This design comes from an exercise in tuning for small area, a short achievable clock period and few clock cycles per item on the open sky130 flow, not from production work.
Only simulation tests tie the RTL to the original design; equivalence was not proved.
Power is estimated from default activity; no workload was simulated.

[run.sh]
#!/bin/bash
# synth_recipe.tcl (not shown) runs the flow's synth.tcl, then flattens the netlist and writes it again
# the make line also repeats each setting of config.mk as NAME=value (left out here)
make -C /OpenROAD-flow-scripts/flow DESIGN_CONFIG=/design/flow/config.mk WORK_HOME=/design/flow/orfs CLKGATE_MAP_FILE= SYNTH_SCRIPT=/design/flow/synth_recipe.tcl finish
[config.mk]
export PLATFORM = sky130hd
export DESIGN_NAME = latency_stability_monitor_core
export DESIGN_NICKNAME = latency_stability_monitor_core
export VERILOG_FILES = /design/flow/design.v
export SDC_FILE = /design/flow/constraint.sdc
export NUM_CORES = 4
export LEC_CHECK = 0
export CAP_MARGIN = 20
export CORE_MARGIN = 2
export CORE_UTILIZATION = 40
export SLEW_MARGIN = 20
[constraint.sdc]
create_clock -name core_clock -period 6.0 [get_ports {clk}]
set_input_delay 1.2000 -clock core_clock [delete_from_list [all_inputs] [get_ports {clk}]]
set_output_delay 1.2000 -clock core_clock [all_outputs]
set_load 0.01 [all_outputs]
[design.v]
`timescale 1ns / 1ps
package lsm_pkg;
    localparam int LatBits  = 24;
    localparam int FracBits = 16;
    localparam int MeanBits = LatBits + FracBits;
    localparam int CvBits   = 17;
    localparam logic [CvBits-1:0] CvOne = 17'h10000;
    localparam logic [1:0] REG_BURN   = 2'd0;
    localparam logic [1:0] REG_MINS   = 2'd1;
    localparam logic [1:0] REG_STABLE = 2'd2;
    localparam logic [1:0] REG_THRESH = 2'd3;
    typedef enum logic [1:0] {
        OP_DIV  = 2'd0,
        OP_SQRT = 2'd1,
        OP_MUL  = 2'd2
    } op_t;
    typedef struct packed {
        logic        start;
        op_t         op;
        logic [63:0] a;
        logic [63:0] b;
    } unit_req_t;
    typedef struct packed {
        logic        done;
        logic [63:0] q;
        logic [63:0] hi;
    } unit_rsp_t;
endpackage
`timescale 1ns / 1ps
import lsm_pkg::*;
module lsm_unit (
    input  logic               clk,
    input  logic               rst_n,
    input  lsm_pkg::unit_req_t req,
    output lsm_pkg::unit_rsp_t rsp
);
    logic        busy_reg, busy_next;
    logic [5:0]  cnt_reg, cnt_next;
    lsm_pkg::op_t         op_reg;
    lsm_pkg::op_t         op_next;
    logic [63:0] a_reg, a_next;      
    logic [63:0] b_reg, b_next;      
    logic [65:0] rem_reg, rem_next;
    logic [63:0] q_reg, q_next;      
    logic [63:0] hi_reg, hi_next;    
    logic        done_reg, done_next;
    logic [65:0] dtrial;
    logic [65:0] srem;
    logic [65:0] strial;
    logic [64:0] psum;
    always_comb
    begin
        dtrial = {rem_reg[64:0], a_reg[63]} - {2'b00, b_reg};
        srem   = {rem_reg[63:0], b_reg[63:62]};
        strial = {q_reg, 2'b01};
        psum   = {1'b0, hi_reg} + ((a_reg[0]) ? {1'b0, b_reg} : 65'd0);
    end
    always_comb
    begin
        busy_next = busy_reg;
        cnt_next  = cnt_reg;
        op_next   = op_reg;
        a_next    = a_reg;
        b_next    = b_reg;
        rem_next  = rem_reg;
        q_next    = q_reg;
        hi_next   = hi_reg;
        done_next = 1'b0;
        if (!busy_reg)
        begin
            if (req.start)
            begin
                busy_next = 1'b1;
                cnt_next  = 6'd0;
                op_next   = req.op;
                a_next    = req.a;
                b_next    = req.b;
                rem_next  = '0;
                q_next    = '0;
                hi_next   = '0;
            end
        end
        else
        begin
            unique case (op_reg)
                OP_DIV:
                begin
                    a_next = {a_reg[62:0], 1'b0};
                    if (!dtrial[65])
                    begin
                        rem_next = dtrial;
                        q_next   = {q_reg[62:0], 1'b1};
                    end
                    else
                    begin
                        rem_next = {rem_reg[64:0], a_reg[63]};
                        q_next   = {q_reg[62:0], 1'b0};
                    end
                end
                OP_SQRT:
                begin
                    b_next = {b_reg[61:0], a_reg[63:62]};
                    a_next = {a_reg[61:0], 2'b00};
                    if (srem >= strial)
                    begin
                        rem_next = srem - strial;
                        q_next   = {q_reg[62:0], 1'b1};
                    end
                    else
                    begin
                        rem_next = srem;
                        q_next   = {q_reg[62:0], 1'b0};
                    end
                end
                OP_MUL:
                begin
                    hi_next = psum[64:1];
                    q_next  = {psum[0], q_reg[63:1]};
                    a_next  = {1'b0, a_reg[63:1]};
                end
                default:
                begin
                    q_next = q_reg;
                end
            endcase
            cnt_next = cnt_reg + 6'd1;
            if (cnt_reg == 6'd63)
            begin
                busy_next = 1'b0;
                done_next = 1'b1;
            end
        end
    end
    always_ff @(posedge clk or negedge rst_n)
    begin
        if (!rst_n)
        begin
            busy_reg <= 1'b0;
            cnt_reg  <= '0;
            done_reg <= 1'b0;
            op_reg   <= OP_DIV;
        end
        else
        begin
            busy_reg <= busy_next;
            cnt_reg  <= cnt_next;
            done_reg <= done_next;
            op_reg   <= op_next;
        end
    end
    always_ff @(posedge clk)
    begin
        a_reg   <= a_next;
        b_reg   <= b_next;
        rem_reg <= rem_next;
        q_reg   <= q_next;
        hi_reg  <= hi_next;
    end
    assign rsp.done = done_reg;
    assign rsp.q    = q_reg;
    assign rsp.hi   = hi_reg;
endmodule
`timescale 1ns / 1ps
import lsm_pkg::*;
module latency_stability_monitor_core (
    input  logic         clk,
    input  logic         rst_n,
    input  logic         s_axis_tvalid,
    output logic         s_axis_tready,
    input  logic [23:0]  s_axis_tdata,    
    input  logic         s_axis_tuser,    
    output logic         m_axis_tvalid,
    input  logic         m_axis_tready,
    output logic [111:0] m_axis_tdata,
    output logic [1:0]   m_axis_tuser,    
    input  logic         cfg_we,
    input  logic [1:0]   cfg_addr,
    input  logic [16:0]  cfg_wdata
);
    typedef enum logic [3:0] {
        S_IDLE, S_MEANDIV, S_MEANUPD, S_MUL, S_ACC, S_CVCHK,
        S_VARDIV, S_SQRT, S_CVDIV, S_FINISH
    } state_t;
    state_t            state_reg, state_next;
    logic [7:0]        burn_reg, burn_next;
    logic [15:0]       count_reg, count_next;
    logic [MeanBits-1:0] mean_reg, mean_next;
    logic [63:0]       sq_reg, sq_next;
    logic [LatBits-1:0] min_reg, min_next;
    logic [7:0]        run_reg, run_next;
    logic [7:0]        cfg_burn_reg;
    logic [15:0]       cfg_mins_reg;
    logic [7:0]        cfg_stable_reg;
    logic [16:0]       cfg_thresh_reg;
    logic [LatBits-1:0] lat_reg, lat_next;
    logic              up_reg, up_next;
    logic [MeanBits-1:0] mag_reg, mag_next;
    logic              burning_reg, burning_next;
    logic [CvBits-1:0] cv_reg, cv_next;
    logic              ovalid_reg, ovalid_next;
    logic [111:0]      odata_reg, odata_next;
    logic [1:0]        ouser_reg, ouser_next;
    lsm_pkg::unit_req_t ureq;
    lsm_pkg::unit_rsp_t ursp;
    logic [MeanBits-1:0] x_ext;
    logic [MeanBits-1:0] mag2;
    logic [63:0]       prod;
    logic [64:0]       acc;
    logic [63:0]       sd;
    lsm_unit u_unit (.clk(clk), .rst_n(rst_n), .req(ureq), .rsp(ursp));
    assign s_axis_tready = (state_reg == S_IDLE);
    assign m_axis_tvalid = ovalid_reg;
    assign m_axis_tdata  = odata_reg;
    assign m_axis_tuser  = ouser_reg;
    always_comb
    begin
        x_ext = {lat_reg, {FracBits{1'b0}}};
        mag2  = up_reg ? (x_ext - mean_reg) : (mean_reg - x_ext);
        if (ursp.hi[63:FracBits] != '0)
            prod = '1;
        else
            prod = {ursp.hi[FracBits-1:0], ursp.q[63:FracBits]};
        acc = {1'b0, sq_reg} + {1'b0, prod};
        sd  = ursp.q;
    end
    always_comb
    begin
        state_next   = state_reg;
        burn_next    = burn_reg;
        count_next   = count_reg;
        mean_next    = mean_reg;
        sq_next      = sq_reg;
        min_next     = min_reg;
        run_next     = run_reg;
        lat_next     = lat_reg;
        up_next      = up_reg;
        mag_next     = mag_reg;
        burning_next = burning_reg;
        cv_next      = cv_reg;
        ovalid_next  = ovalid_reg;
        odata_next   = odata_reg;
        ouser_next   = ouser_reg;
        ureq         = '0;
        if (ovalid_reg && m_axis_tready)
            ovalid_next = 1'b0;
        unique case (state_reg)
            S_IDLE:
            begin
                if (s_axis_tvalid && s_axis_tready)
                begin
                    lat_next = s_axis_tdata;
                    if (s_axis_tuser)
                    begin
                        burn_next  = '0;
                        count_next = '0;
                        mean_next  = '0;
                        sq_next    = '0;
                        min_next   = '1;
                        run_next   = '0;
                    end
                    if ((s_axis_tuser ? 8'd0 : burn_reg) < cfg_burn_reg)
                    begin
                        burn_next    = (s_axis_tuser ? 8'd0 : burn_reg) + 8'd1;
                        burning_next = 1'b1;
                        state_next   = S_CVCHK;
                    end
                    else
                    begin
                        burning_next = 1'b0;
                        state_next   = S_MEANDIV;
                    end
                end
            end
            S_MEANDIV:
            begin
                if (count_reg != 16'hFFFF)
                    count_next = count_reg + 16'd1;
                up_next  = x_ext >= mean_reg;
                mag_next = (x_ext >= mean_reg) ? (x_ext - mean_reg) : (mean_reg - x_ext);
                ureq.start = 1'b1;
                ureq.op    = OP_DIV;
                ureq.a     = {24'd0, ((x_ext >= mean_reg) ? (x_ext - mean_reg)
                                                         : (mean_reg - x_ext))};
                ureq.b     = {48'd0, ((count_reg != 16'hFFFF) ? count_reg + 16'd1
                                                             : count_reg)};
                if (lat_reg < min_reg)
                    min_next = lat_reg;
                state_next = S_MEANUPD;
            end
            S_MEANUPD:
            begin
                if (ursp.done)
                begin
                    mean_next = up_reg ? mean_reg + ursp.q[MeanBits-1:0]
                                       : mean_reg - ursp.q[MeanBits-1:0];
                    state_next = S_MUL;
                end
            end
            S_MUL:
            begin
                ureq.start = 1'b1;
                ureq.op    = OP_MUL;
                ureq.a     = {24'd0, mag_reg};
                ureq.b     = {24'd0, mag2};
                state_next = S_ACC;
            end
            S_ACC:
            begin
                if (ursp.done)
                begin
                    sq_next    = acc[64] ? '1 : acc[63:0];
                    state_next = S_CVCHK;
                end
            end
            S_CVCHK:
            begin
                if (count_reg < 16'd2 || mean_reg == '0)
                begin
                    cv_next    = CvOne;
                    state_next = S_FINISH;
                end
                else
                begin
                    ureq.start = 1'b1;
                    ureq.op    = OP_DIV;
                    ureq.a     = sq_reg;
                    ureq.b     = {48'd0, count_reg - 16'd1};
                    state_next = S_VARDIV;
                end
            end
            S_VARDIV:
            begin
                if (ursp.done)
                begin
                    ureq.start = 1'b1;
                    ureq.op    = OP_SQRT;
                    ureq.a     = {ursp.q[63-FracBits:0], {FracBits{1'b0}}};
                    ureq.b     = {{(64-FracBits){1'b0}}, ursp.q[63:64-FracBits]};
                    state_next = S_SQRT;
                end
            end
            S_SQRT:
            begin
                if (ursp.done)
                begin
                    if (sd >= {24'd0, mean_reg})
                    begin
                        cv_next    = CvOne;
                        state_next = S_FINISH;
                    end
                    else
                    begin
                        ureq.start = 1'b1;
                        ureq.op    = OP_DIV;
                        ureq.a     = {sd[47:0], 16'd0};
                        ureq.b     = {24'd0, mean_reg};
                        state_next = S_CVDIV;
                    end
                end
            end
            S_CVDIV:
            begin
                if (ursp.done)
                begin
                    cv_next    = ursp.q[CvBits-1:0];
                    state_next = S_FINISH;
                end
            end
            S_FINISH:
            begin
                if (!ovalid_reg || m_axis_tready)
                begin
                    if (!burning_reg)
                    begin
                        if (count_reg >= cfg_mins_reg && cv_reg < cfg_thresh_reg)
                        begin
                            if (run_reg != 8'hFF)
                                run_next = run_reg + 8'd1;
                        end
                        else
                            run_next = '0;
                    end
                    ovalid_next = 1'b1;
                    odata_next  = {7'd0, run_next, cv_reg, min_reg, mean_reg, count_reg};
                    ouser_next  = {(run_next >= cfg_stable_reg), burning_reg};
                    state_next  = S_IDLE;
                end
            end
            default:
            begin
                state_next = S_IDLE;
            end
        endcase
    end
    always_ff @(posedge clk or negedge rst_n)
    begin
        if (!rst_n)
        begin
            state_reg      <= S_IDLE;
            burn_reg       <= '0;
            count_reg      <= '0;
            mean_reg       <= '0;
            sq_reg         <= '0;
            min_reg        <= '1;
            run_reg        <= '0;
            ovalid_reg     <= 1'b0;
            burning_reg    <= 1'b0;
            cfg_burn_reg   <= 8'd5;
            cfg_mins_reg   <= 16'd5;
            cfg_stable_reg <= 8'd5;
            cfg_thresh_reg <= 17'd1966;
        end
        else
        begin
            state_reg   <= state_next;
            burn_reg    <= burn_next;
            count_reg   <= count_next;
            mean_reg    <= mean_next;
            sq_reg      <= sq_next;
            min_reg     <= min_next;
            run_reg     <= run_next;
            ovalid_reg  <= ovalid_next;
            burning_reg <= burning_next;
            if (cfg_we)
            begin
                unique case (cfg_addr)
                    REG_BURN:   cfg_burn_reg   <= cfg_wdata[7:0];
                    REG_MINS:   cfg_mins_reg   <= cfg_wdata[15:0];
                    REG_STABLE: cfg_stable_reg <= cfg_wdata[7:0];
                    REG_THRESH: cfg_thresh_reg <= cfg_wdata;
                    default:    cfg_burn_reg   <= cfg_burn_reg;
                endcase
            end
        end
    end
    always_ff @(posedge clk)
    begin
        lat_reg   <= lat_next;
        up_reg    <= up_next;
        mag_reg   <= mag_next;
        cv_reg    <= cv_next;
        odata_reg <= odata_next;
        ouser_reg <= ouser_next;
    end
endmodule
==> flow_summary.toml <==
[outcome]
outcome = "finished clean"

[worst_setup_path]
crit_chain = "inv_1 -> ha_1 -> nor4_1 -> nand2_1 -> nor4_2 -> o2111ai_1 -> or4_1 -> a211oi_1 -> a31oi_1 -> nor3_2 -> buf_4 -> o21ai_1 -> o21ai_4 -> buf_12"
crit_type = "reg2reg"
crit_arrival_ns = 6.12
cpPeakStageDelay_ns = 0.70
r2r_cells = 14
crit_required_ns = 6.38
crit_cells = 14
crit_buf_inv = 3
critical_path.endpoint_type = "register"
cpLargestDelayFamily = "simple AND/OR/NAND/NOR gates"
cp-start-kind = "register"
path_max_fanout = 52
crit_slowest_cell = "or4_1"

[power_and_ir_drop]
p_leak_nw = 27.4
power_density_nw_per_um2 = 657
ir_worst_vdd_v = 0.000499
power_mw = 42.0

[layout]
area_growth_pct = 11.6
largest_reg_flops = 105
postLayoutCellArea_sq_um = 63900
nets = 6945
drive_above_1_share = 0.0680
n_fill_cell = 13737
fin_util = 0.451
final_cells = 8391

[floorplanning]
rows = 138
die_w_microns = 382
die_h_microns = 382
die_area_sq_um = 146000
core_area_sq_um = 142000
start_util = 0.404
ios = 165

[clock_tree]
clk_latency_ns = 0.76
clk_pin_slew_worst_paths_ns = 0.06
h-tree-depth = 3
cts.sink_count = 735
cts_tree = "done"
cts_root_buffer = "clkbuf_16"
cts_max_path_buffers = 3
postCtsSetupBuffers = 0
cts-buffers-inserted = 90

[yosys]
synth_seq_area_share = 0.367
avgSynthCellArea_sq_um = 8.88
yosys-top-cells-area = "edfxtp_1 27%, ha_1 10%, dfrtp_1 8.2%"
synth_seq_cells = 735
synth_most_common_cell = "a21oi_1"
synth-edff-count = 510
syn_area_sq_um = 57300
ys.flop_type = "edfxtp_1"
synthTopCellsByCount = "555 x a21oi_1, 544 x nor2_1, 512 x nand2_1"
yosys_warnings = 2
synth.distinct_cells = 94
syn_inst = 6445
synth_top_area_frac = 0.267
async_flop_share = 0.306
synth_top_area_cell = "edfxtp_1"

[detailed_routing]
ant_nets = 0
route.top_layer_used = "met5"
vias = 52054
wl_met2_mm = 87.9
routed_wl_mm = 211
drtIter0Drc = 6503
dr.pass1.iters = 10
wl_met1_mm = 90.5
drc = 0
wl_met3_mm = 20.2
wl_per_cell_microns = 25.1
avgViaCountPerCell = 6.20

[timing]
max_slew.worst_pin.slew_ns = 1.18
setup_viol_count_final = 0
fin_crit_sh = 0.957
max_freq_ghz = 0.174
rsz0062_at_grt = "no"
final.setup_skew_ns = 0.0859
slew_headroom = 0.212
min_period_ns = 5.74
slew_violations = 0
hold_viol = 0

[placed_design]
dp.cells = 8221
dpl_cell_area_sq_um = 60900
place.gp.congestion = 0.961
dp_hpwl_mm = 161
io_buffers = 157

[global_route]
grt_pass1_vias = 48322
grt_util_all_layers = 0.278
antenna_found_initial = 5
grt_pass1_wl_mm = 312
grt_start_max_net_pins = 127
overflow = 0

[run]
drv_cap = 0

[min_path]
hold_class = "in2async"
[power breakdown]
part	leakage [nW]	internal [mW]	switching (mW)	total (mW)
Sequential	7.87	7.83	1.93	9.76
Clock	1.46	3.15	2.43	5.58
Combinational	18.1	10.0	16.6	26.6
[worst paths after layout]
path                                endpoint          from  slack [ns]
min in group core_clock        odata_reg[92]    cv_reg[12]        0.46
hold reg to reg                odata_reg[92]    cv_reg[12]        0.46
setup reg to reg           u_unit.hi_reg[60]  mean_reg[39]        0.26
setup / recovery           u_unit.hi_reg[60]  mean_reg[39]        0.26
hold / removal             cfg_stable_reg[3]         rst_n        0.46
max in group asynchronous       mean_reg[31]         rst_n        4.28
[per-layer routing]
layer,vias up,global-route usage
li1,23940,-
met5,-,0
met4,8,0.146
met3,413,0.0567
met2,2455,0.404
met1,25238,0.389
[cells in the final DEF (no fill, tap or decap), types with 156 or more instances in the layout]
| cell | Yosys | routed |
|---|---|---|
| a21o_1 | 297 | 297 |
| a21oi_1 | 555 | 553 |
| a22oi_1 | 156 | 156 |
| clkdlybuf4s50_1 | 0 | 156 |
| dfrtp_1 | 187 | 186 |
| edfxtp_1 | 510 | 510 |
| ha_1 | 468 | 465 |
| inv_1 | 389 | 387 |
| nand2_1 | 512 | 509 |
| nor2_1 | 544 | 541 |
| o21ai_0 | 343 | 340 |
| xnor2_1 | 228 | 228 |
[worst register-to-register path: stages, from the launching register on]
cell       delay (ns)
dfrtp_1          0.46
inv_1            0.20
ha_1             0.30
nor4_1           0.32
nand2_1          0.10
nor4_2           0.51
o2111ai_1        0.32
or4_1            0.71
a211oi_1         0.40
a31oi_1          0.26
nor3_2           0.46
buf_4            0.25
o21ai_1          0.30
o21ai_4          0.41
buf_12           0.34
[stage by stage]
stage	setup WS [ns]	TNS [ns]	hold WS [ns]
after floorplan	-0.369	-23.61	0.417
after global placement	0.445	0	0.441
after detailed placement	0.272	0	0.448
after CTS	0.252	0	0.468
after global routing	0.156	0	0.482
final	0.258	0	0.463
[logic make-up after synthesis]
family | after synthesis | share of synthesized area
other | 1 | 0.0000655
AND/OR/NAND/NOR | 1821 | 0.150
XOR/XNOR | 379 | 0.0580
flip-flops | 735 | 0.367
buffers and inverters | 785 | 0.0525
multiplexers | 110 | 0.0204
adder cells (fa/ha/maj) | 473 | 0.104
AO/OA/AOI/OAI | 2141 | 0.248
[what timing repair did]
item / in CTS / in global routing
hold buffers: 0 / 0
setup endpoints to repair: 0 / 53
gates resized for setup: 0 / 2
[layout make-up]
cell class | count | area, sq um | share of cell area
Sequential cell | 735 | 21000 | 0.329
Tap cell | 1890 | 2360 | 0.0370
Antenna cell | 1 | 2.50 | 0.0000392
Timing Repair Buffer | 273 | 2610 | 0.0408
Inverter | 392 | 1480 | 0.0232
Clock inverter | 42 | 495 | 0.00775
Clock buffer | 127 | 2490 | 0.0390
Multi-Input combinational cell | 4931 | 33500 | 0.524
Testbench counts, summed over its fixed seeds: cycles 648,017, items 2,400.

==> re-timing with driven ports <==
In the flow no input, the clock included, has a driving cell. The finished layout below was timed again as built, in two steps. Step 1, drivers: a clkbuf_16 drives clk and a buf_2 each remaining input, both assumed. Step 2 also shifts input and output timing later by t, the mid clock arrival at the registers, as if the neighbouring blocks saw the same clock. a / b / c = no drivers / after step 1 / after step 2; a / b = the first two.
shift t [ns]: 0.795
setup slack, ns: 0.258 / 0.258 / 0.258
worst slew at a driven data input, ns: 0.07
After both steps setup and hold are still met in this run. The setup slack of this run moves by 0.000 ns with the drivers and by 0.000 ns with both steps.
